From an optimization exercise on the open Yosys and OpenROAD flow, aimed at a short achievable clock period; shortcuts taken in it are not production practice. In this exercise RTL edits were held to simulation tests only and were not proved equivalent to the original. Power figures rest on the tool's default switching activity, not on a simulated workload.

$ cat flow/run.sh
#!/bin/bash
# synth_recipe.tcl (not shown) runs the flow's synth.tcl, then flattens the netlist and writes it again
# the make line also repeats each setting of config.mk as NAME=value (left out here)
make -C /OpenROAD-flow-scripts/flow DESIGN_CONFIG=/design/flow/config.mk WORK_HOME=/design/flow/orfs CLKGATE_MAP_FILE= SYNTH_SCRIPT=/design/flow/synth_recipe.tcl finish
$ cat flow/config.mk
export PLATFORM = sky130hd
export DESIGN_NAME = shared_fifo_bank_top
export DESIGN_NICKNAME = shared_fifo_bank_top
export VERILOG_FILES = /design/flow/design.v
export SDC_FILE = /design/flow/constraint.sdc
export NUM_CORES = 4
export LEC_CHECK = 0
export ABC_CLOCK_PERIOD_IN_PS = 3000
export CAP_MARGIN = 20
export CORE_MARGIN = 2
export CORE_UTILIZATION = 40
export SETUP_SLACK_MARGIN = 4.6
export SLEW_MARGIN = 20
export SYNTH_HIERARCHICAL = 1
$ cat flow/constraint.sdc
create_clock -name core_clock -period 9.0 [get_ports {clk}]
set_input_delay 1.8000 -clock core_clock [delete_from_list [all_inputs] [get_ports {clk}]]
set_output_delay 1.8000 -clock core_clock [all_outputs]
set_load 0.01 [all_outputs]
$ cat flow/design.v
package shared_fifo_bank_pkg;
  function automatic integer idx_width(input integer num_flows);
    idx_width = $clog2(num_flows + 1);
  endfunction
  function automatic integer ptr_width(input integer total_depth);
    ptr_width = (total_depth > 1) ? $clog2(total_depth) : 1;
  endfunction
  function automatic integer cnt_width(input integer total_depth);
    cnt_width = $clog2(total_depth + 1);
  endfunction
  function automatic integer sel_width(input integer num_flows);
    sel_width = (num_flows > 1) ? $clog2(num_flows) : 1;
  endfunction
endpackage
module shared_fifo_free_list
#(
  parameter int TOTAL_DEPTH = 64
) (
  input  logic                   clk,
  input  logic                   reset,
  input  logic [TOTAL_DEPTH-1:0] used,         
  input  logic                   alloc,        
  input  logic                   several_free, 
  input  logic                   full,         
  input  logic [TOTAL_DEPTH-1:0] freed_oh,     
  output logic [TOTAL_DEPTH-1:0] alloc_oh      
);
  logic [TOTAL_DEPTH-1:0] cand, other_oh;
  assign cand = ~used & ~alloc_oh;
  shared_fifo_first_one #(.WIDTH(TOTAL_DEPTH)) u_first (
    .in (cand),
    .out(other_oh)
  );
  always_ff @(posedge clk or negedge reset) begin
    if (!reset) begin
      alloc_oh <= TOTAL_DEPTH'(1);
    end else if (alloc) begin
      alloc_oh <= several_free ? other_oh : freed_oh;
    end else if (full) begin
      alloc_oh <= freed_oh;
    end
  end
endmodule
module shared_fifo_first_one
#(
  parameter int WIDTH = 64
) (
  input  logic [WIDTH-1:0] in,
  output logic [WIDTH-1:0] out
);
  logic [WIDTH-1:0] seen;
  always_comb begin
    seen[0] = 1'b0;
    for (int i = 1; i < WIDTH; i++) seen[i] = seen[i-1] | in[i-1];
  end
  assign out = in & ~seen;
endmodule
module shared_fifo_bank
#(
  parameter int NUM_FLOWS    = 16,
  parameter int TOTAL_DEPTH  = 64,
  parameter int MAX_PER_FLOW = 8,
  parameter int DATA_WIDTH   = 8,
  localparam int IDX_WIDTH = shared_fifo_bank_pkg::idx_width(NUM_FLOWS),
  localparam int PTR_WIDTH = shared_fifo_bank_pkg::ptr_width(TOTAL_DEPTH),
  localparam int CNT_WIDTH = shared_fifo_bank_pkg::cnt_width(TOTAL_DEPTH)
) (
  input  logic                  clk,
  input  logic                  reset,
  input  logic                  i__push_valid,
  input  logic [IDX_WIDTH-1:0]  i__push_flow_id,
  input  logic [DATA_WIDTH-1:0] i__push_data,
  output logic                  o__push_ready,
  input  logic                  i__reinsert_valid,
  input  logic [DATA_WIDTH-1:0] i__reinsert_data,
  input  logic [IDX_WIDTH-1:0]  i__pop_flow_id,
  input  logic                  i__pop,
  output logic                  o__pop_valid,
  output logic [DATA_WIDTH-1:0] o__pop_data,
  output logic [CNT_WIDTH-1:0]  o__pop_flow_count,
  output logic [CNT_WIDTH-1:0]  o__free_count,
  output logic                  o__overflow
);
  localparam int SEL_WIDTH = shared_fifo_bank_pkg::sel_width(NUM_FLOWS);
  localparam int OUT_W     = 1 + DATA_WIDTH + CNT_WIDTH;
  logic [CNT_WIDTH-1:0]   count     [NUM_FLOWS];
  logic [CNT_WIDTH-1:0]   count_dec [NUM_FLOWS];
  logic [DATA_WIDTH-1:0]  head_data [NUM_FLOWS];
  logic [NUM_FLOWS-1:0]   nonempty;
  logic [NUM_FLOWS-1:0]   pushable;
  logic [TOTAL_DEPTH-1:0] ent_used;
  logic [CNT_WIDTH-1:0]   free_count, free_inc, free_dec;
  logic                   full, one_free, two_free, full_nx, one_free_nx;
  logic                   overflow_q;
  logic [TOTAL_DEPTH-1:0] alloc_oh, freed_oh;
  logic [SEL_WIDTH-1:0]   pop_sel, push_sel, enq_sel;
  logic                   pop_in_range;
  logic                   pop_ok, push_ok;
  logic                   do_pop, do_push, reinsert_ok, reinsert_drop, enq_valid, alloc;
  logic [DATA_WIDTH-1:0]  enq_data;
  logic [PTR_WIDTH-1:0]   enq_pos;
  logic [2*CNT_WIDTH-1:0] cnt_pop, cnt_push;
  logic [DATA_WIDTH-1:0]  second_data;
  logic [DATA_WIDTH-1:0]  ent_second [TOTAL_DEPTH];
  logic [NUM_FLOWS-1:0]   pop_dec, enq_dec;
  assign pop_sel      = i__pop_flow_id[SEL_WIDTH-1:0];
  assign push_sel     = i__push_flow_id[SEL_WIDTH-1:0];
  assign pop_in_range = (i__pop_flow_id < IDX_WIDTH'(NUM_FLOWS));
  logic [NUM_FLOWS*OUT_W-1:0]       out_flows;
  logic [NUM_FLOWS*2*CNT_WIDTH-1:0] cnt_flows;
  always_comb
    for (int f = 0; f < NUM_FLOWS; f++) begin
      out_flows[f*OUT_W +: OUT_W]                 = {nonempty[f], head_data[f], count[f]};
      cnt_flows[f*2*CNT_WIDTH +: 2*CNT_WIDTH]     = {count[f], count_dec[f]};
    end
  logic [NUM_FLOWS-1:0] ok_dec;
  logic [OUT_W-1:0] out_vec;
  logic [3:0]       rdy_lo, rdy_hi;
  assign {o__pop_valid, o__pop_data, o__pop_flow_count} = out_vec;
  for (genvar q = 0; q < (OUT_W + 3) / 4; q++) begin : g_outq
    logic [3:0] out_lo, out_hi;
    shared_fifo_predec u_out_dec (
      .flow_id(i__pop_flow_id), .block(1'b0), .lo(out_lo), .hi(out_hi)
    );
    for (genvar b = 4*q; b < 4*q + 4 && b < OUT_W; b++) begin : g_out
      logic [NUM_FLOWS-1:0] bit_flows;
      for (genvar f = 0; f < NUM_FLOWS; f++) begin : g_f
        assign bit_flows[f] = out_flows[f*OUT_W + b];
      end
      shared_fifo_sel16 u_sel (.lo(out_lo), .hi(out_hi), .flows(bit_flows), .out(out_vec[b]));
    end
  end
  shared_fifo_predec u_rdy_dec (
    .flow_id(i__push_flow_id), .block(i__reinsert_valid), .lo(rdy_lo), .hi(rdy_hi)
  );
  shared_fifo_sel16 u_rdy_sel (.lo(rdy_lo), .hi(rdy_hi), .flows(pushable), .out(o__push_ready));
  assign o__free_count = free_count;
  assign o__overflow   = overflow_q;
  shared_fifo_decode #(.NUM_FLOWS(NUM_FLOWS), .IDX_WIDTH(IDX_WIDTH)) u_ok_dec (
    .flow_id(i__pop_flow_id), .dec(ok_dec)
  );
  shared_fifo_andor #(.NUM_FLOWS(NUM_FLOWS), .WIDTH(1)) u_pop_ok (
    .sel(ok_dec), .flows(nonempty), .out(pop_ok)
  );
  shared_fifo_ready_sel #(.NUM_FLOWS(NUM_FLOWS), .IDX_WIDTH(IDX_WIDTH)) u_push_ok (
    .flow_id(i__push_flow_id), .block(i__reinsert_valid), .flows(pushable), .ready(push_ok)
  );
  shared_fifo_out_sel #(.NUM_FLOWS(NUM_FLOWS), .WIDTH(2*CNT_WIDTH), .IDX_WIDTH(IDX_WIDTH)) u_cnt_pop (
    .flow_id(i__pop_flow_id), .flows(cnt_flows), .sel(cnt_pop)
  );
  shared_fifo_out_sel #(.NUM_FLOWS(NUM_FLOWS), .WIDTH(2*CNT_WIDTH), .IDX_WIDTH(IDX_WIDTH)) u_cnt_push (
    .flow_id(i__push_flow_id), .flows(cnt_flows), .sel(cnt_push)
  );
  assign do_pop        = i__pop && pop_ok;
  assign do_push       = i__push_valid && push_ok;
  assign reinsert_ok   = i__reinsert_valid && pop_in_range && (!full || do_pop);
  assign reinsert_drop = i__reinsert_valid && !reinsert_ok;
  assign enq_valid     = reinsert_ok || do_push;
  assign alloc         = i__reinsert_valid ? (pop_in_range && !full && !do_pop) : do_push;
  assign enq_sel  = i__reinsert_valid ? pop_sel : push_sel;
  assign enq_data = i__reinsert_valid ? i__reinsert_data : i__push_data;
  always_comb begin
    if (i__reinsert_valid)
      enq_pos = PTR_WIDTH'(do_pop ? cnt_pop[CNT_WIDTH-1:0] : cnt_pop[2*CNT_WIDTH-1:CNT_WIDTH]);
    else
      enq_pos = PTR_WIDTH'((do_pop && pop_sel == push_sel) ? cnt_push[CNT_WIDTH-1:0]
                                                           : cnt_push[2*CNT_WIDTH-1:CNT_WIDTH]);
  end
  shared_fifo_decode #(.NUM_FLOWS(NUM_FLOWS), .IDX_WIDTH(IDX_WIDTH)) u_pop_dec (
    .flow_id(i__pop_flow_id), .dec(pop_dec)
  );
  shared_fifo_decode #(.NUM_FLOWS(NUM_FLOWS), .IDX_WIDTH(IDX_WIDTH)) u_enq_dec (
    .flow_id({1'b0, enq_sel}), .dec(enq_dec)
  );
  for (genvar i = 0; i < TOTAL_DEPTH; i++) begin : g_ent
    shared_fifo_entry #(.SEL_WIDTH(SEL_WIDTH), .PTR_WIDTH(PTR_WIDTH), .DATA_WIDTH(DATA_WIDTH)) u_ent (
      .clk        (clk),
      .reset      (reset),
      .pop_sel    (pop_sel),
      .do_pop     (do_pop),
      .reinsert   (i__reinsert_valid),
      .alloc      (alloc),
      .alloc_me   (alloc_oh[i]),
      .enq_sel    (enq_sel),
      .enq_pos    (enq_pos),
      .enq_data   (enq_data),
      .used       (ent_used[i]),
      .freed      (freed_oh[i]),
      .second_data(ent_second[i])
    );
  end
  always_comb begin
    second_data = '0;
    for (int i = 0; i < TOTAL_DEPTH; i++) second_data = second_data | ent_second[i];
  end
  shared_fifo_free_list #(
    .TOTAL_DEPTH(TOTAL_DEPTH)
  ) u_free_list (
    .clk         (clk),
    .reset       (reset),
    .used        (ent_used),
    .alloc       (alloc),
    .several_free(!full && !one_free),
    .full        (full),
    .freed_oh    (freed_oh),
    .alloc_oh    (alloc_oh)
  );
  for (genvar f = 0; f < NUM_FLOWS; f++) begin : g_flow
    shared_fifo_flow #(.CNT_WIDTH(CNT_WIDTH), .DATA_WIDTH(DATA_WIDTH), .MAX_PER_FLOW(MAX_PER_FLOW)) u_flow (
      .clk        (clk),
      .reset      (reset),
      .pop_req    (i__pop && pop_dec[f]),
      .enq_req    (enq_dec[f]),
      .enq_valid  (enq_valid),
      .enq_data   (enq_data),
      .second_data(second_data),
      .full_nx    (full_nx),
      .count      (count[f]),
      .count_dec  (count_dec[f]),
      .nonempty   (nonempty[f]),
      .pushable   (pushable[f]),
      .head_data  (head_data[f])
    );
  end
  always_comb begin
    free_inc = free_count + CNT_WIDTH'(1);
    free_dec = free_count - CNT_WIDTH'(1);
    two_free = (free_count == CNT_WIDTH'(2));
    if (enq_valid && !do_pop) begin
      full_nx     = one_free;
      one_free_nx = two_free;
    end else if (do_pop && !enq_valid) begin
      full_nx     = 1'b0;
      one_free_nx = full;
    end else begin
      full_nx     = full;
      one_free_nx = one_free;
    end
  end
  always_ff @(posedge clk or negedge reset) begin
    if (!reset) begin
      free_count <= CNT_WIDTH'(TOTAL_DEPTH);
      full       <= 1'b0;
      one_free   <= 1'b0;
      overflow_q <= 1'b0;
    end else begin
      if (reinsert_drop) overflow_q <= 1'b1;
      if (enq_valid && !do_pop)      free_count <= free_dec;
      else if (do_pop && !enq_valid) free_count <= free_inc;
      full     <= full_nx;
      one_free <= one_free_nx;
    end
  end
endmodule
module shared_fifo_entry
#(
  parameter int SEL_WIDTH  = 4,
  parameter int PTR_WIDTH  = 6,
  parameter int DATA_WIDTH = 8
) (
  input  logic                  clk,
  input  logic                  reset,
  input  logic [SEL_WIDTH-1:0]  pop_sel,
  input  logic                  do_pop,
  input  logic                  reinsert,
  input  logic                  alloc,
  input  logic                  alloc_me,
  input  logic [SEL_WIDTH-1:0]  enq_sel,
  input  logic [PTR_WIDTH-1:0]  enq_pos,
  input  logic [DATA_WIDTH-1:0] enq_data,
  output logic                  used,
  output logic                  freed,
  output logic [DATA_WIDTH-1:0] second_data
);
  logic [SEL_WIDTH-1:0]  flow;
  logic [PTR_WIDTH-1:0]  pos;
  logic [DATA_WIDTH-1:0] data;
  logic                  in_pop_flow, popped, head_popped, write;
  assign in_pop_flow = used && (flow == pop_sel);
  assign popped      = do_pop && in_pop_flow;
  assign head_popped = popped && (pos == '0);
  assign write       = (alloc && alloc_me) || (reinsert && head_popped);
  assign freed       = head_popped && !reinsert;
  assign second_data = (in_pop_flow && pos == PTR_WIDTH'(1)) ? data : '0;
  always_ff @(posedge clk or negedge reset) begin
    if (!reset)           used <= 1'b0;
    else if (write)       used <= 1'b1;
    else if (head_popped) used <= 1'b0;
  end
  always_ff @(posedge clk) begin
    if (write) begin
      flow <= enq_sel;
      pos  <= enq_pos;
      data <= enq_data;
    end else if (popped) begin
      pos  <= pos - PTR_WIDTH'(1);
    end
  end
endmodule
module shared_fifo_flow
#(
  parameter int CNT_WIDTH    = 7,
  parameter int DATA_WIDTH   = 8,
  parameter int MAX_PER_FLOW = 8
) (
  input  logic                  clk,
  input  logic                  reset,
  input  logic                  pop_req,      
  input  logic                  enq_req,      
  input  logic                  enq_valid,
  input  logic [DATA_WIDTH-1:0] enq_data,
  input  logic [DATA_WIDTH-1:0] second_data,  
  input  logic                  full_nx,
  output logic [CNT_WIDTH-1:0]  count,
  output logic [CNT_WIDTH-1:0]  count_dec,
  output logic                  nonempty,
  output logic                  pushable,
  output logic [DATA_WIDTH-1:0] head_data
);
  logic pop_hit, enq_hit, inc, dec;
  logic [CNT_WIDTH-1:0] count_inc, count_inc2, count_dec2;
  assign pop_hit = pop_req && nonempty;
  assign enq_hit = enq_req && enq_valid;
  assign inc     = enq_hit && !pop_hit;
  assign dec     = pop_hit && !enq_hit;
  assign count_inc  = count + CNT_WIDTH'(1);
  assign count_inc2 = count + CNT_WIDTH'(2);
  assign count_dec2 = count - CNT_WIDTH'(2);
  always_ff @(posedge clk or negedge reset) begin
    if (!reset) begin
      count     <= '0;
      count_dec <= '1;
      nonempty  <= 1'b0;
      pushable  <= 1'b1;
      head_data <= '0;
    end else begin
      if (inc) begin
        count     <= count_inc;
        count_dec <= count;
        nonempty  <= 1'b1;
        pushable  <= (count < CNT_WIDTH'(MAX_PER_FLOW - 1)) && !full_nx;
      end else if (dec) begin
        count     <= count_dec;
        count_dec <= count_dec2;
        nonempty  <= (count != CNT_WIDTH'(1));
        pushable  <= (count < CNT_WIDTH'(MAX_PER_FLOW + 1)) && !full_nx;
      end else begin
        pushable  <= (count < CNT_WIDTH'(MAX_PER_FLOW)) && !full_nx;
      end
      if (pop_hit) begin
        if (count != CNT_WIDTH'(1)) head_data <= second_data;
        else if (enq_hit)           head_data <= enq_data;
        else                        head_data <= '0;
      end else if (enq_hit && !nonempty) begin
        head_data <= enq_data;
      end
    end
  end
endmodule
module shared_fifo_decode
#(
  parameter int NUM_FLOWS = 16,
  parameter int IDX_WIDTH = 5
) (
  input  logic [IDX_WIDTH-1:0] flow_id,
  output logic [NUM_FLOWS-1:0] dec
);
  always_comb
    for (int f = 0; f < NUM_FLOWS; f++) dec[f] = (flow_id == IDX_WIDTH'(f));
endmodule
module shared_fifo_out_sel
#(
  parameter int NUM_FLOWS = 16,
  parameter int WIDTH     = 16,
  parameter int IDX_WIDTH = 5
) (
  input  logic [IDX_WIDTH-1:0]       flow_id,
  input  logic [NUM_FLOWS*WIDTH-1:0] flows,
  output logic [WIDTH-1:0]           sel
);
  logic [WIDTH-1:0] grp [NUM_FLOWS/4];
  always_comb begin
    for (int g = 0; g < NUM_FLOWS/4; g++) begin
      case (flow_id[1:0])
        2'd0: grp[g] = flows[(4*g)*WIDTH +: WIDTH];
        2'd1: grp[g] = flows[(4*g+1)*WIDTH +: WIDTH];
        2'd2: grp[g] = flows[(4*g+2)*WIDTH +: WIDTH];
        default: grp[g] = flows[(4*g+3)*WIDTH +: WIDTH];
      endcase
    end
    case (flow_id[3:2])
      2'd0: sel = grp[0];
      2'd1: sel = grp[1];
      2'd2: sel = grp[2];
      default: sel = grp[3];
    endcase
    if (flow_id >= IDX_WIDTH'(NUM_FLOWS)) sel = '0;
  end
endmodule
module shared_fifo_ready_sel
#(
  parameter int NUM_FLOWS = 16,
  parameter int IDX_WIDTH = 5
) (
  input  logic [IDX_WIDTH-1:0] flow_id,
  input  logic                 block,
  input  logic [NUM_FLOWS-1:0] flows,
  output logic                 ready
);
  logic sel;
  shared_fifo_out_sel #(
    .NUM_FLOWS(NUM_FLOWS),
    .WIDTH    (1),
    .IDX_WIDTH(IDX_WIDTH)
  ) u_sel (
    .flow_id (flow_id),
    .flows   (flows),
    .sel     (sel)
  );
  assign ready = sel && !block;
endmodule
module shared_fifo_andor
#(
  parameter int NUM_FLOWS = 16,
  parameter int WIDTH     = 16
) (
  input  logic [NUM_FLOWS-1:0]       sel,
  input  logic [NUM_FLOWS*WIDTH-1:0] flows,
  output logic [WIDTH-1:0]           out
);
  always_comb begin
    out = '0;
    for (int f = 0; f < NUM_FLOWS; f++)
      if (sel[f]) out = out | flows[f*WIDTH +: WIDTH];
  end
endmodule
module shared_fifo_predec (
  input  logic [4:0] flow_id,
  input  logic       block,
  output logic [3:0] lo,
  output logic [3:0] hi
);
  for (genvar k = 0; k < 4; k++) begin : g_k
    assign lo[k] = (flow_id[1:0] == 2'(k));
    assign hi[k] = (flow_id[3:2] == 2'(k)) && !flow_id[4] && !block;
  end
endmodule
module shared_fifo_sel16 (
  input  logic [3:0]  lo,
  input  logic [3:0]  hi,
  input  logic [15:0] flows,
  output logic        out
);
  logic [3:0] n0, n1, grp;
  logic       m0, m1;
  for (genvar g = 0; g < 4; g++) begin : g_grp
    shared_fifo_aoi22 u_a0 (.a(lo[0]), .b(flows[4*g]),   .c(lo[1]), .d(flows[4*g+1]), .y(n0[g]));
    shared_fifo_aoi22 u_a1 (.a(lo[2]), .b(flows[4*g+2]), .c(lo[3]), .d(flows[4*g+3]), .y(n1[g]));
    shared_fifo_nand2 u_n  (.a(n0[g]), .b(n1[g]), .y(grp[g]));
  end
  shared_fifo_aoi22 u_b0 (.a(hi[0]), .b(grp[0]), .c(hi[1]), .d(grp[1]), .y(m0));
  shared_fifo_aoi22 u_b1 (.a(hi[2]), .b(grp[2]), .c(hi[3]), .d(grp[3]), .y(m1));
  shared_fifo_nand2 u_o  (.a(m0), .b(m1), .y(out));
endmodule
module shared_fifo_aoi22 (
  input  logic a,
  input  logic b,
  input  logic c,
  input  logic d,
  output logic y
);
  assign y = !((a && b) || (c && d));
endmodule
module shared_fifo_nand2 (
  input  logic a,
  input  logic b,
  output logic y
);
  assign y = !(a && b);
endmodule
module shared_fifo_bank_top (
  input  logic       clk,
  input  logic       reset,
  input  logic       i__push_valid,
  input  logic [4:0] i__push_flow_id,
  input  logic [7:0] i__push_data,
  output logic       o__push_ready,
  input  logic       i__reinsert_valid,
  input  logic [7:0] i__reinsert_data,
  input  logic [4:0] i__pop_flow_id,
  input  logic       i__pop,
  output logic       o__pop_valid,
  output logic [7:0] o__pop_data,
  output logic [6:0] o__pop_flow_count,
  output logic [6:0] o__free_count,
  output logic       o__overflow
);
  shared_fifo_bank #(
    .NUM_FLOWS   (16),
    .TOTAL_DEPTH (64),
    .MAX_PER_FLOW(8),
    .DATA_WIDTH  (8)
  ) u_bank (
    .clk              (clk),
    .reset            (reset),
    .i__push_valid    (i__push_valid),
    .i__push_flow_id  (i__push_flow_id),
    .i__push_data     (i__push_data),
    .o__push_ready    (o__push_ready),
    .i__reinsert_valid(i__reinsert_valid),
    .i__reinsert_data (i__reinsert_data),
    .i__pop_flow_id   (i__pop_flow_id),
    .i__pop           (i__pop),
    .o__pop_valid     (o__pop_valid),
    .o__pop_data      (o__pop_data),
    .o__pop_flow_count(o__pop_flow_count),
    .o__free_count    (o__free_count),
    .o__overflow      (o__overflow)
  );
endmodule
==> results.env, run 1 <==
RESULT_OF_THE_RUN='complete, no violations'
SETUP-VIOLATIONS-FINAL=0
CP_NUM_BUF_INV=3
CTS-BUFFERS-INSERTED=185
UNREPAIRED_SETUP_ENDPOINTS_AFTER_GLOBAL_ROUTING='yes'
CRITICAL-PATH-SLOWEST-CELL='sky130_fd_sc_hd__a22oi_2'
TIMING.CRITICAL_PATH.SLOWEST_CELL_DELAY_NS=0.25
GP_CONGESTION=0.951
WORST-ENDPOINT-REQUIRED_NS=7.20
DR.PASS1.ITERS=9
FIRST_GLOBAL_VIAS=67200
R2R_END='u_bank.u_free_list.alloc_oh[39]'
SYNTH_AREA_UM2=96700
MAXCLOCKFREQUENCY_MHz=199
VIAS_PER_CELL=5.86
CTS_SINKS=1674
MAX-CLOCK-PATH-BUFFERS=3
DETAIL_ROUTE.WIRELENGTH_MM=317
POWER.IR.VDD_WORST_uV=219
DIE_HEIGHT_UM=496
CTSHTREEMAXLEVEL=4
HOLD_PATH_STARTPOINT='u_bank.g_flow[15].u_flow.count_dec[6]'
ROUTE.ANTENNA.REMAINING_NETS=0
FINISH.INSTANCE_AREA_UM2=113000
STD_CELL_ROWS=180
DIE_WIDTH_UM=496
TIMING.FINAL.CRIT_PERIOD_NS=5.02
FINALHOLDVIOLCOUNT=0
FINALSETUPTNS_NS=0
LAYOUT-AREA-OVERHEAD-VS-SYNTH_PCT=16.3
MAXCAPVIOLATIONS=0
CP_TOP_FAMILY='simple AND/OR/NAND/NOR gates'
ANTENNA_VIOLATIONS_BEFORE_REPAIR=14
VIAS=69300
DRT_ITER0_DRC=7350
GR-TOTAL-OVERFLOW=0
GRTUSAGEMET1=0.319
IO_BUFFER_COUNT=55
HOLD-PATH-CELL-COUNT=2
PATH_MAX_FANOUT=9
STATIC-LEAKAGE-POWER_uW=0.0432
POST_SYNTH.CELL_AREA_AVG_UM2=11.9
INSERTION_DELAY_NS=0.90
GRT_FIRST_PASS_WIRELENGTH_MM=447
AVGROUTEDWIREPERCELL_UM=26.8
TIMING.REG2REG.WORST_PATH_DEPTH=8
REGTOREGSETUPSLACK_NS=5.27
CTS_TREE='built'
MAX_SLEW.WORST_PIN.SLEW_NS=1.16
SETUP.WORST_PATH.END_CLASS='output port'
CORE-AREA_UM2=241000
HOLD-PATH-ENDPOINT='u_bank.g_flow[15].u_flow.count_dec[6]'
CRIT_TYPE='input port to output port'
HPWL_MM=182
FLOORPLAN.INITIALDENSITY=0.402
WORST_HOLD_PATH_TYPE='flip-flop to flip-flop'
GROUTE.LAYER.MET2.USAGE=0.390
FINAL_MAX_SLEW_VIOL_COUNT=0
CLK_PIN_SLEW_NS=0.05
HOLD_WS_NS=0.462
COUNT_OF_SYNTHESIS_STAGE_WARNINGS_FROM_YOSYS=21
FINAL_CELLS=11800
PLACED_CELL_AREA_UM2=101000
POWER_PER_CELL_AREA_nW_PER_UM2=239
WORST_SLEW_MARGIN_REL=0.219
DIE_AREA_UM2=246000
PLACE.DETAILED.INSTANCES=11200
CLOCK_TREE.ROOT_CELL='sky130_fd_sc_hd__clkbuf_16'
FINAL_NETS=8821
GRT_USE_MET3=0.0472
TRACK_USAGE=0.242
SYNTHESIS.INSTANCES=8161
IOS=56
REMAINING_DRC_ERRORS=0
MIN_PERIOD_OVER_PERIOD=0.557
WORST_CLOCK_SKEW_NS=0.100
FILLERINSTANCES=21400
GRT_MAX_DEGREE=115
WORSTPATHCELLLIST='clkbuf_16 -> nor2b_4 -> buf_16 -> a22oi_2 -> nand2_2 -> a22oi_2 -> nand2_2 -> buf_6'
GRT_MOST_USED_LAYER='met2'
WORSTREG2REGSTART='u_bank.g_ent[14].u_ent.used'
POST_ROUTE_CELLS_DRIVE_ABOVE_1_SHARE=0.243
DATA_ARRIVAL_AT_THE_ENDPOINT_OF_THE_CRITICAL_PATH_NS=3.22
POST-ROUTE-UTIL=0.468
WORST_SETUP_PATH_START_KIND='input port'
-- worst max path at each step --
stage | start | to | slack, ns | cells past startpoint
4_1_cts | i__pop_flow_id[1] | o__pop_data[0] | 4.04 | 8
3_3_place_gp | i__pop_flow_id[1] | o__pop_data[0] | 2.02 | 7
5_1_grt | i__pop_flow_id[1] | o__pop_data[0] | 4.02 | 8
2_1_floorplan | i__pop_flow_id[0] | u_bank.g_ent[0].u_ent.pos[2] | -1.95 | 14
6_report | i__pop_flow_id[1] | o__pop_flow_count[6] | 3.98 | 8
3_5_place_dp | i__pop_flow_id[1] | u_bank.g_flow[5].u_flow.head_data[5] | 1.99 | 12
-- layout make-up --
cell class | instances | area, µm² | area share
Tap cell | 3185 | 3990 | 0.0354
Clock buffer | 240 | 4980 | 0.0442
Sequential cell | 1674 | 47800 | 0.425
Inverter | 439 | 1890 | 0.0168
Timing Repair Buffer | 364 | 4660 | 0.0414
Multi-Input combinational cell | 5798 | 47500 | 0.422
Clock inverter | 109 | 1540 | 0.0137
Timing Repair inverter | 16 | 113 | 0.00100
Antenna cell | 2 | 5.00 | 0.0000445
-- stage by stage --
stage          setup WS (ns)  total power, µW
6_report                3.98            26900
4_1_cts                 4.04            26700
3_3_place_gp            2.02            18000
5_1_grt                 4.02            28000
3_5_place_dp            1.99            18200
2_1_floorplan          -1.95            16200
-- routing by layer --
layer | up-vias | share of wire
li1 | 30600 | -
met1 | 34900 | 0.41
met2 | 2987 | 0.46
met3 | 762 | 0.083
met4 | 16 | 0.047
met5 | - | 0.00033
-- flip-flops by register name, summed over array words and instances (netlist names) --
name / flops
u_bank.one_free: 1
u_bank.g_flow.u_flow.pushable: 16
u_bank.full: 1
u_bank.g_flow.u_flow.head_data: 128
u_bank.g_ent.u_ent.used: 64
u_bank.free_count: 7
u_bank.g_ent.u_ent.flow: 256
u_bank.overflow_q: 1
u_bank.u_free_list.alloc_oh: 64
u_bank.g_ent.u_ent.data: 512
u_bank.g_ent.u_ent.pos: 384
u_bank.g_flow.u_flow.count: 112
u_bank.g_flow.u_flow.nonempty: 16
u_bank.g_flow.u_flow.count_dec: 112
-- tightest hold or removal path: cells and delay by family, from the launching register on --
family / cells / cell delay (ns)
AOI/OAI and AO/OA: 1 / 0.05
DFF: 1 / 0.36
and+or+nand+nor: 1 / 0.04
-- power by group --
| part | total [µW] | internal, µW | switching [µW] |
|---|---|---|---|
| Combinational | 6930 | 3060 | 3870 |
| Sequential | 11800 | 10100 | 1670 |
| Clock | 8150 | 4710 | 3450 |
| Total | 26900 | 17900 | 8990 |
-- timing repair --
action | 4_1_cts | 5_1_grt
hold buffers | 0 | 0
pin swaps | 98 | 88
buffers inserted | 134 | 51
resized for setup | 408 | 214
gates cloned | 38 | 37
endpoints found under the setup margin | 2074 | 1657
-- cells in the final DEF (no fill, tap or decap), types with 107 or more instances in the layout --
| master | n |
|---|---|
| sky130_fd_sc_hd__ha_1 | 292 |
| sky130_fd_sc_hd__edfxtp_1 | 1152 |
| sky130_fd_sc_hd__a21oi_1 | 280 |
| sky130_fd_sc_hd__nand3_1 | 186 |
| sky130_fd_sc_hd__a22oi_1 | 183 |
| sky130_fd_sc_hd__and2_1 | 533 |
| sky130_fd_sc_hd__nor2_1 | 509 |
| sky130_fd_sc_hd__mux2_4 | 331 |
| sky130_fd_sc_hd__buf_4 | 188 |
| sky130_fd_sc_hd__a22oi_2 | 171 |
| sky130_fd_sc_hd__nor3_1 | 245 |
| sky130_fd_sc_hd__nor4_4 | 107 |
| sky130_fd_sc_hd__nor4_1 | 155 |
| sky130_fd_sc_hd__nand2_1 | 638 |
| sky130_fd_sc_hd__clkbuf_16 | 199 |
| sky130_fd_sc_hd__inv_1 | 372 |
| sky130_fd_sc_hd__dfrtp_1 | 391 |
| sky130_fd_sc_hd__xnor2_1 | 417 |
| sky130_fd_sc_hd__dfstp_2 | 130 |
| sky130_fd_sc_hd__o31ai_1 | 124 |
| sky130_fd_sc_hd__xor2_1 | 183 |
| sky130_fd_sc_hd__mux2i_1 | 199 |
==> run 2, diff against run 1 <==
--- a/flow/config.mk
+++ b/flow/config.mk
@@ -9,6 +9,6 @@
 export CAP_MARGIN = 20
 export CORE_MARGIN = 2
 export CORE_UTILIZATION = 40
-export SETUP_SLACK_MARGIN = 4.6
+export SETUP_SLACK_MARGIN = 4.8
 export SLEW_MARGIN = 20
 export SYNTH_HIERARCHICAL = 1
==> run 2 against run 1 <==
  * Sequential power hardly changed
  * Total power is 7.9% higher
  * Largest cell class is now multi-input gates
  * Global-route usage is 2.2 points higher
  * Largest power group unchanged
  * Utilization is 5.6 points higher
  * Fmax hardly changed
  * Clock power is 0.5% higher
  * Die area stayed put
==> results.env, run 2 <==
POST_ROUTE_CELLS_DRIVE_ABOVE_1_SHARE=0.358  # +0.115
PLACED_CELL_AREA_UM2=101000  # unchanged
REMAINING_DRC_ERRORS=0  # unchanged
RESULT_OF_THE_RUN='complete, no violations'
HOLD_PATH_STARTPOINT='u_bank.g_flow[6].u_flow.count_dec[6]'
MAX-CLOCK-PATH-BUFFERS=3  # unchanged
POWER_PER_CELL_AREA_nW_PER_UM2=231  # -3.6%
DATA_ARRIVAL_AT_THE_ENDPOINT_OF_THE_CRITICAL_PATH_NS=3.21  # about the same
COUNT_OF_SYNTHESIS_STAGE_WARNINGS_FROM_YOSYS=21  # unchanged
SYNTHESIS.INSTANCES=8161  # unchanged
FINAL_NETS=9380  # +6.3%
INSERTION_DELAY_NS=0.89  # about the same
FINAL.SETUP.WORST_SLACK_NS=3.99  # +0.00295 ns
REGTOREGSETUPSLACK_NS=5.07  # -0.20 ns
CTS_TREE='built'
POST_SYNTH.CELL_AREA_AVG_UM2=11.9  # unchanged
SETUP-VIOLATIONS-FINAL=0  # unchanged
DIE_WIDTH_UM=496  # unchanged
CORE-AREA_UM2=241000  # unchanged
CTS-BUFFERS-INSERTED=185  # unchanged
WORSTREG2REGSTART='u_bank.u_free_list.alloc_oh[15]'
GRT_MAX_DEGREE=115  # unchanged
SYNTH_AREA_UM2=96700  # unchanged
FINAL_CELLS=12400  # +4.8%
WORST_SLEW_MARGIN_REL=0.207  # -0.0119
HIGHEST_COUNT_CELLS_IN_THE_LAYOUT_IGNORING_FILL_AND_TAPS='1152 x sky130_fd_sc_hd__edfxtp_1, 562 x sky130_fd_sc_hd__nand2_1, 513 x sky130_fd_sc_hd__and2_1, 492 x sky130_fd_sc_hd__nor2_1, 414 x sky130_fd_sc_hd__xnor2_1'
NUMBER_OF_FLIP_FLOPS_UNDER_THE_LARGEST_REGISTER_NAME=512  # unchanged
FIRST_GLOBAL_VIAS=68900  # +2.5%
WORSTPATHCELLLIST='clkbuf_16 -> nor2b_4 -> buf_16 -> a22oi_2 -> nand2_2 -> a22oi_2 -> nand2_2 -> buf_6'
PLACE.DETAILED.INSTANCES=11200  # unchanged
MIN_PERIOD_OVER_PERIOD=0.557  # about the same
CP_NUM_BUF_INV=3  # unchanged
TIMING.CRITICAL_PATH.SLOWEST_CELL_DELAY_NS=0.24  # about the same
IOS=56  # unchanged
POWER.IR.VDD_WORST_uV=211  # -3.8%
CLK_PIN_SLEW_NS=0.06  # about the same
LAYOUT-AREA-OVERHEAD-VS-SYNTH_PCT=30.2
HOLD-PATH-CELL-COUNT=2  # unchanged
TIMING.REG2REG.WORST_PATH_DEPTH=8  # unchanged
PLACE_WORST_SETUP_SLACK_NS=1.99  # unchanged
DIE_HEIGHT_UM=496  # unchanged
LAYOUT_TOP_REGISTERS='u_bank.g_ent.u_ent.data x512, u_bank.g_ent.u_ent.pos x384, u_bank.g_ent.u_ent.flow x256'
CRITICAL-PATH-SLOWEST-CELL='sky130_fd_sc_hd__a22oi_2'
CLOCK_TREE.ROOT_CELL='sky130_fd_sc_hd__clkbuf_16'
AVGROUTEDWIREPERCELL_UM=28.9  # +7.8%
MAX_FLOP_REGISTER='u_bank.g_ent.u_ent.data'
STD_CELL_ROWS=180  # unchanged
FINALSETUPTNS_NS=0  # unchanged
DIE_AREA_UM2=246000  # unchanged
MOSTFREQUENTLAYOUTCELL='sky130_fd_sc_hd__edfxtp_1'
WORST_HOLD_PATH_TYPE='flip-flop to flip-flop'
SETUP.WORST_PATH.END_CLASS='output port'
FINALHOLDVIOLCOUNT=0  # unchanged
FINAL_MAX_SLEW_VIOL_COUNT=0  # unchanged
FLOORPLAN.INITIALDENSITY=0.402  # unchanged
IO_BUFFER_COUNT=55  # unchanged
DETAIL_ROUTE.WIRELENGTH_MM=358  # +13%
WORST_SETUP_PATH_START_KIND='input port'
MAXCLOCKFREQUENCY_MHz=199  # about the same
STATIC-LEAKAGE-POWER_uW=0.0494  # +14%
TIMING.FINAL.CRIT_PERIOD_NS=5.01  # -0.00295 ns
GRT_FIRST_PASS_WIRELENGTH_MM=478  # +7.0%
R2R_END='u_bank.u_free_list.alloc_oh[39]'
PATH_MAX_FANOUT=9  # unchanged
GR-TOTAL-OVERFLOW=0  # unchanged
ANTENNA_VIOLATIONS_BEFORE_REPAIR=19  # +5
TRACK_USAGE=0.264  # +0.0219
GP_CONGESTION=0.951  # unchanged
VIAS=74300  # +7.2%
CRIT_TYPE='input port to output port'
HPWL_MM=182  # unchanged
DR.PASS1.ITERS=6  # -3
WORST-ENDPOINT-REQUIRED_NS=7.20  # about the same
MAX_SLEW.WORST_PIN.SLEW_NS=1.19  # +0.0249 ns
ROUTE.ANTENNA.REMAINING_NETS=0  # unchanged
VIAS_PER_CELL=6.00  # +2.3%
FINISH.INSTANCE_AREA_UM2=126000  # +12%
CTSHTREEMAXLEVEL=4  # unchanged
WORST_CLOCK_SKEW_NS=0.107  # +0.00701 ns
HOLD-PATH-ENDPOINT='u_bank.g_flow[6].u_flow.count_dec[6]'
UNREPAIRED_SETUP_ENDPOINTS_AFTER_GLOBAL_ROUTING='yes'
DRT_ITER0_DRC=8213  # +12%
STAGES_ON_THE_WORST_SETUP_PATH=8  # unchanged
CP_TOP_FAMILY='buffers and inverters'
MAXCAPVIOLATIONS=0  # unchanged
CTS_SINKS=1674  # unchanged
==> run 2: cell count changes in the layout (fill, tap and decap cells not counted), moves of 89 or more <==
cell | previous run | this run
sky130_fd_sc_hd__buf_6 | 43 | 220
sky130_fd_sc_hd__buf_4 | 188 | 337
sky130_fd_sc_hd__a22oi_1 | 183 | 76
sky130_fd_sc_hd__a22oi_2 | 171 | 278
sky130_fd_sc_hd__buf_12 | 36 | 129
sky130_fd_sc_hd__inv_1 | 372 | 283
==> run 2: worst register-to-register path: stages, from the launching register on <==
cell	delay, ns
sky130_fd_sc_hd__dfrtp_1	0.46
sky130_fd_sc_hd__nor2_1	0.12
sky130_fd_sc_hd__nor3_1	0.85
sky130_fd_sc_hd__and4_1	0.43
sky130_fd_sc_hd__nand3_2	0.38
sky130_fd_sc_hd__buf_4	0.42
sky130_fd_sc_hd__nor4_1	0.84
sky130_fd_sc_hd__mux2i_1	0.16
sky130_fd_sc_hd__a21oi_1	0.18
==> run 2: area by class of cell <==
class,count,area (µm²)
Tap cell,3185,3990
Timing Repair Buffer,918,12500
Timing Repair inverter,12,90.1
Antenna cell,11,27.5
Clock inverter,109,1540
Sequential cell,1674,47800
Clock buffer,240,4980
Multi-Input combinational cell,5807,53000
Fill cell,19800,115000
Inverter,439,2040
==> run 2: power by group <==
part           total (µW)  switching [µW]  internal (µW)
logic                8880            4740           4140
clock network        8190            3480           4710
registers           12000            1820          10100
==> run 2: metal layers <==
layer	up-vias	routed length, µm	track usage
met3	1110	36100	0.0612
li1	31800	-	-
met1	37400	136000	0.340
met4	18	24200	0.138
met2	3963	161000	0.415
met5	-	298	0
==> run 2: worst max path at each step <==
stage	startpoint	to
5_1_grt	i__pop_flow_id[1]	o__pop_data[3]
4_1_cts	i__pop_flow_id[1]	o__pop_data[0]
2_1_floorplan	i__pop_flow_id[0]	u_bank.g_ent[0].u_ent.pos[2]
6_report	i__pop_flow_id[1]	o__pop_flow_count[6]
3_5_place_dp	i__pop_flow_id[1]	u_bank.g_flow[5].u_flow.head_data[5]
3_3_place_gp	i__pop_flow_id[1]	o__pop_data[0]
==> run 2: through the flow <==
step,hold slack (ns),util,power (µW)
finish,0.461,0.524,29000
global route,0.484,0.524,30000
CTS,0.463,0.474,27400
detailed placement,0.455,0.418,18200
global placement,0.453,0.418,18000
floorplan,0.444,-,16200
==> run 2: what timing repair did <==
action                     4_1_cts  5_1_grt
hold buffers                     0        0
setup buffers                  228      438
gates resized for setup        727     1439
gates cloned                    92       61
pin swaps                      120      378
setup endpoints to repair     2074     1739
==> run 3, diff against run 2 <==
--- a/flow/design.v
+++ b/flow/design.v
@@ -117,12 +117,12 @@
   logic [OUT_W-1:0] out_vec;
   logic [3:0]       rdy_lo, rdy_hi;
   assign {o__pop_valid, o__pop_data, o__pop_flow_count} = out_vec;
-  for (genvar q = 0; q < (OUT_W + 3) / 4; q++) begin : g_outq
+  for (genvar q = 0; q < (OUT_W + 1) / 2; q++) begin : g_outq
     logic [3:0] out_lo, out_hi;
     shared_fifo_predec u_out_dec (
       .flow_id(i__pop_flow_id), .block(1'b0), .lo(out_lo), .hi(out_hi)
     );
-    for (genvar b = 4*q; b < 4*q + 4 && b < OUT_W; b++) begin : g_out
+    for (genvar b = 2*q; b < 2*q + 2 && b < OUT_W; b++) begin : g_out
       logic [NUM_FLOWS-1:0] bit_flows;
       for (genvar f = 0; f < NUM_FLOWS; f++) begin : g_f
         assign bit_flows[f] = out_flows[f*OUT_W + b];
--- a/flow/config.mk
+++ b/flow/config.mk
@@ -9,6 +9,6 @@
 export CAP_MARGIN = 20
 export CORE_MARGIN = 2
 export CORE_UTILIZATION = 40
-export SETUP_SLACK_MARGIN = 4.8
+export SETUP_SLACK_MARGIN = 4.5
 export SLEW_MARGIN = 20
 export SYNTH_HIERARCHICAL = 1
==> run 3 against run 2 <==
  * Still clean on timing, DRC and antenna
  * Global-route usage down 2.2 points
  * First-iteration DRC count down 12%
  * Synthesized area up 0.24%
  * Combinational power down 23%
  * Register-to-register slack better by 0.19 ns
  * Clock power down 3.4%
  * Final area down 11%
  * Final cell count down 4.3%
  * Synthesized cell count up 0.39%
  * Sequential cell count unchanged
==> results.env, run 3 <==
FINAL_MAX_SLEW_VIOL_COUNT=0  # unchanged
REMAINING_DRC_ERRORS=0  # unchanged
HIGHEST_COUNT_CELLS_IN_THE_LAYOUT_IGNORING_FILL_AND_TAPS='1152 x sky130_fd_sc_hd__edfxtp_1, 648 x sky130_fd_sc_hd__nand2_1, 533 x sky130_fd_sc_hd__and2_1, 509 x sky130_fd_sc_hd__nor2_1, 417 x sky130_fd_sc_hd__xnor2_1'
LAYOUT-AREA-OVERHEAD-VS-SYNTH_PCT=16.1
WORST_CLOCK_SKEW_NS=0.0819  # -0.0255 ns
TIMING.FINAL.CRIT_PERIOD_NS=5.19  # +0.176 ns
MAX_FLOP_REGISTER='u_bank.g_ent.u_ent.data'
STATIC-LEAKAGE-POWER_uW=0.0427  # -14%
FINAL.SETUP.WORST_SLACK_NS=3.81  # -0.176 ns
DIE_HEIGHT_UM=496  # +0.12%
FINAL_CELLS=11900  # -4.3%
DATA_ARRIVAL_AT_THE_ENDPOINT_OF_THE_CRITICAL_PATH_NS=3.39  # +0.18 ns
MAXCLOCKFREQUENCY_MHz=193  # -3.4%
MOSTFREQUENTLAYOUTCELL='sky130_fd_sc_hd__edfxtp_1'
GRTUSAGEMET1=0.324  # -0.0159
SYNTH_AREA_UM2=97000  # +0.24%
UNREPAIRED_SETUP_ENDPOINTS_AFTER_GLOBAL_ROUTING='yes'
CTSHTREEMAXLEVEL=4  # unchanged
WORST_HOLD_PATH_TYPE='flip-flop to flip-flop'
FINISH.INSTANCE_AREA_UM2=113000  # -11%
MAX-CLOCK-PATH-BUFFERS=3  # unchanged
NUMBER_OF_FLIP_FLOPS_UNDER_THE_LARGEST_REGISTER_NAME=512  # unchanged
IO_BUFFER_COUNT=55  # unchanged
COUNT_OF_SYNTHESIS_STAGE_WARNINGS_FROM_YOSYS=21  # unchanged
FLOORPLAN.INITIALDENSITY=0.403  # +0.000601
ROUTE.ANTENNA.REMAINING_NETS=0  # unchanged
SETUP-VIOLATIONS-FINAL=0  # unchanged
GRT_MOST_USED_LAYER='met2'
HPWL_MM=186  # +2.2%
FINAL_NETS=8855  # -5.6%
CTS-BUFFERS-INSERTED=188  # +1.6%
SYNTHESIS.INSTANCES=8193  # +0.39%
MIN_PERIOD_OVER_PERIOD=0.577  # +0.0196
CORE-AREA_UM2=241000  # about the same
GRT_MAX_DEGREE=157  # +37%
HOLD-PATH-CELL-COUNT=2  # unchanged
GP_CONGESTION=0.964  # +1.3%
PLACE.DETAILED.INSTANCES=11300  # +0.56%
CTS_SINKS=1674  # unchanged
RESULT_OF_THE_RUN='complete, no violations'
PLACE_WORST_SETUP_SLACK_NS=1.78  # -0.215 ns
REGTOREGSETUPSLACK_NS=5.26  # +0.19 ns
MAX_SLEW.WORST_PIN.SLEW_NS=1.17  # -0.0136 ns
CLK_PIN_SLEW_NS=0.05  # about the same
AVGROUTEDWIREPERCELL_UM=25.9  # -10%
DR.PASS1.ITERS=6  # unchanged
GR-TOTAL-OVERFLOW=0  # unchanged
GROUTE.LAYER.MET2.USAGE=0.389  # -0.0259
VIAS=69200  # -7.0%
CTS_TREE='built'
POWER.IR.VDD_WORST_uV=168  # -20%
FINALHOLDVIOLCOUNT=0  # unchanged
HOLD_PATH_STARTPOINT='u_bank.g_flow[4].u_flow.count_dec[6]'
SETUP.WORST_PATH.END_CLASS='output port'
WORST-ENDPOINT-REQUIRED_NS=7.20  # about the same
DRT_ITER0_DRC=7248  # -12%
R2R_END='u_bank.g_flow[15].u_flow.pushable'
DIE_AREA_UM2=246000  # +0.24%
POST_SYNTH.CELL_AREA_AVG_UM2=11.8  # -0.15%
HOLD_WS_NS=0.461  # -0.000431 ns
MAXCAPVIOLATIONS=0  # unchanged
DETAIL_ROUTE.WIRELENGTH_MM=308  # -14%
IOS=56  # unchanged
PLACED_CELL_AREA_UM2=101000  # +0.25%
ANTENNA_VIOLATIONS_BEFORE_REPAIR=18  # -1
TIMING.REG2REG.WORST_PATH_DEPTH=15  # +7
WORSTREG2REGSTART='u_bank.g_flow[3].u_flow.nonempty'
CRIT_TYPE='input port to output port'
GRT_FIRST_PASS_WIRELENGTH_MM=449  # -6.2%
STD_CELL_ROWS=180  # unchanged
WORST_SLEW_MARGIN_REL=0.211  # +0.00437
GRT_USE_MET3=0.0395  # -0.0217
POST_ROUTE_CELLS_DRIVE_ABOVE_1_SHARE=0.245  # -0.113
VIAS_PER_CELL=5.83  # -2.8%
CLOCK_TREE.ROOT_CELL='sky130_fd_sc_hd__clkbuf_16'
POWER_PER_CELL_AREA_nW_PER_UM2=236  # +2.5%
FIRST_GLOBAL_VIAS=68200  # -1.0%
PATH_MAX_FANOUT=12  # +3
HOLD-PATH-ENDPOINT='u_bank.g_flow[4].u_flow.count_dec[6]'
WORST_SETUP_PATH_START_KIND='input port'
TRACK_USAGE=0.242  # -0.0221
LAYOUT_TOP_REGISTERS='u_bank.g_ent.u_ent.data x512, u_bank.g_ent.u_ent.pos x384, u_bank.g_ent.u_ent.flow x256'
INSERTION_DELAY_NS=0.87  # -0.02 ns
DIE_WIDTH_UM=496  # +0.12%
FILLERINSTANCES=21500  # +8.4%
-- run 3: timing repair --
action                                  4_1_cts  5_1_grt
gates resized for setup                     498      175
hold endpoints to repair                      0        0
gates cloned                                 35        6
endpoints found under the setup margin     2074     1460
pin swaps                                   104       69
buffers inserted                            146       40
hold buffers                                  0        0
-- run 3: layout make-up --
class / count / area [µm²] / share of cell area
timing repair buffer: 368 / 4630 / 0.0411
inverter: 439 / 1890 / 0.0168
antenna: 6 / 15.0 / 0.000133
sequential: 1674 / 47800 / 0.425
clock buffer: 251 / 5180 / 0.0460
timing repair inverter: 1 / 7.51 / 0.0000667
tap: 3185 / 3990 / 0.0354
multi-input combinational: 5840 / 47900 / 0.425
clock inverter: 103 / 1160 / 0.0103
-- run 3: per-layer routing --
metal	wire length [µm]	vias to the layer above
met2	142000	2818
met4	14200	4
met5	27	-
li1	-	30700
met1	128000	34900
met3	22800	676
-- run 3: where the power goes --
group	internal [µW]	switching (µW)	total (µW)
clock network	4560	3350	7910
registers	10100	1690	11800
logic	3060	3810	6870
-- run 3: worst max-delay path, cell delays in order --
cell and delay [ns]:
sky130_fd_sc_hd__clkbuf_16 0.26, sky130_fd_sc_hd__buf_12 0.22, sky130_fd_sc_hd__nor2_4 0.06, sky130_fd_sc_hd__buf_4 0.16
sky130_fd_sc_hd__a22oi_2 0.22, sky130_fd_sc_hd__nand2_1 0.11, sky130_fd_sc_hd__a22oi_2 0.18, sky130_fd_sc_hd__nand2_2 0.16
sky130_fd_sc_hd__buf_6 0.16
-- run 3: worst max-delay path by stage --
| stage | slack [ns] | cells after the start | startpoint | endpoint |
|---|---|---|---|---|
| 4_1_cts | 3.88 | 9 | i__pop_flow_id[1] | o__pop_data[6] |
| 5_1_grt | 3.82 | 9 | i__pop_flow_id[0] | o__pop_data[1] |
| 2_1_floorplan | -1.95 | 14 | i__pop_flow_id[0] | u_bank.g_ent[0].u_ent.pos[2] |
| 6_report | 3.81 | 9 | i__pop_flow_id[1] | o__pop_data[6] |
| 3_5_place_dp | 1.78 | 13 | i__pop_flow_id[0] | u_bank.g_ent[27].u_ent.data[0] |
| 3_3_place_gp | 1.90 | 13 | i__pop_flow_id[4] | u_bank.g_ent[9].u_ent.data[4] |
-- run 3: metrics by stage --
step	setup TNS, ns	utilization	total power [µW]
floorplan	-3062.06	-	16200
global placement	0	0.419	18000
detailed placement	0	0.419	18200
CTS	0	0.462	26500
global route	0	0.468	27700
finish	0	0.468	26600

afterwards: timing with drivers on the ports:
Ports are ideal in the flow. The routed layouts listed here were re-timed in OpenROAD.
Step 1 (the two cells are an assumption about what drives the block):
set clk [get_ports {clk}]
set_driving_cell -lib_cell sky130_fd_sc_hd__clkbuf_16 $clk
set_driving_cell -lib_cell sky130_fd_sc_hd__buf_2 [delete_from_list [all_inputs] $clk]
Step 2 times the ports against the registers' clock, not the clock port: input delays grow and output delays shrink by t, the midpoint of the rising clock arrivals with the driver on.
Three values: ideal ports, drivers, drivers and shift; two values: the first two.
run | t (ns) | slack for setup (ns) | worst hold slack (ns) | worst data-port slew with drivers (ns) | cell pins on the clock port's net
run 1 | 0.953 | 3.983 / 3.435 / 3.093 | 0.462 / 0.462 / 0.462 | 0.73 | 1
run 2 | 0.940 | 3.986 / 3.364 / 2.837 | 0.461 / 0.461 / 0.461 | 0.76 | 1
run 3 | 0.924 | 3.809 / 3.243 / 2.727 | 0.461 / 0.461 / 0.461 | 0.66 | 1
After both steps every run listed still meets setup and hold. For run 2, which loses most, drivers alone change the setup slack by -0.622 ns; drivers and shift together by -1.149 ns.
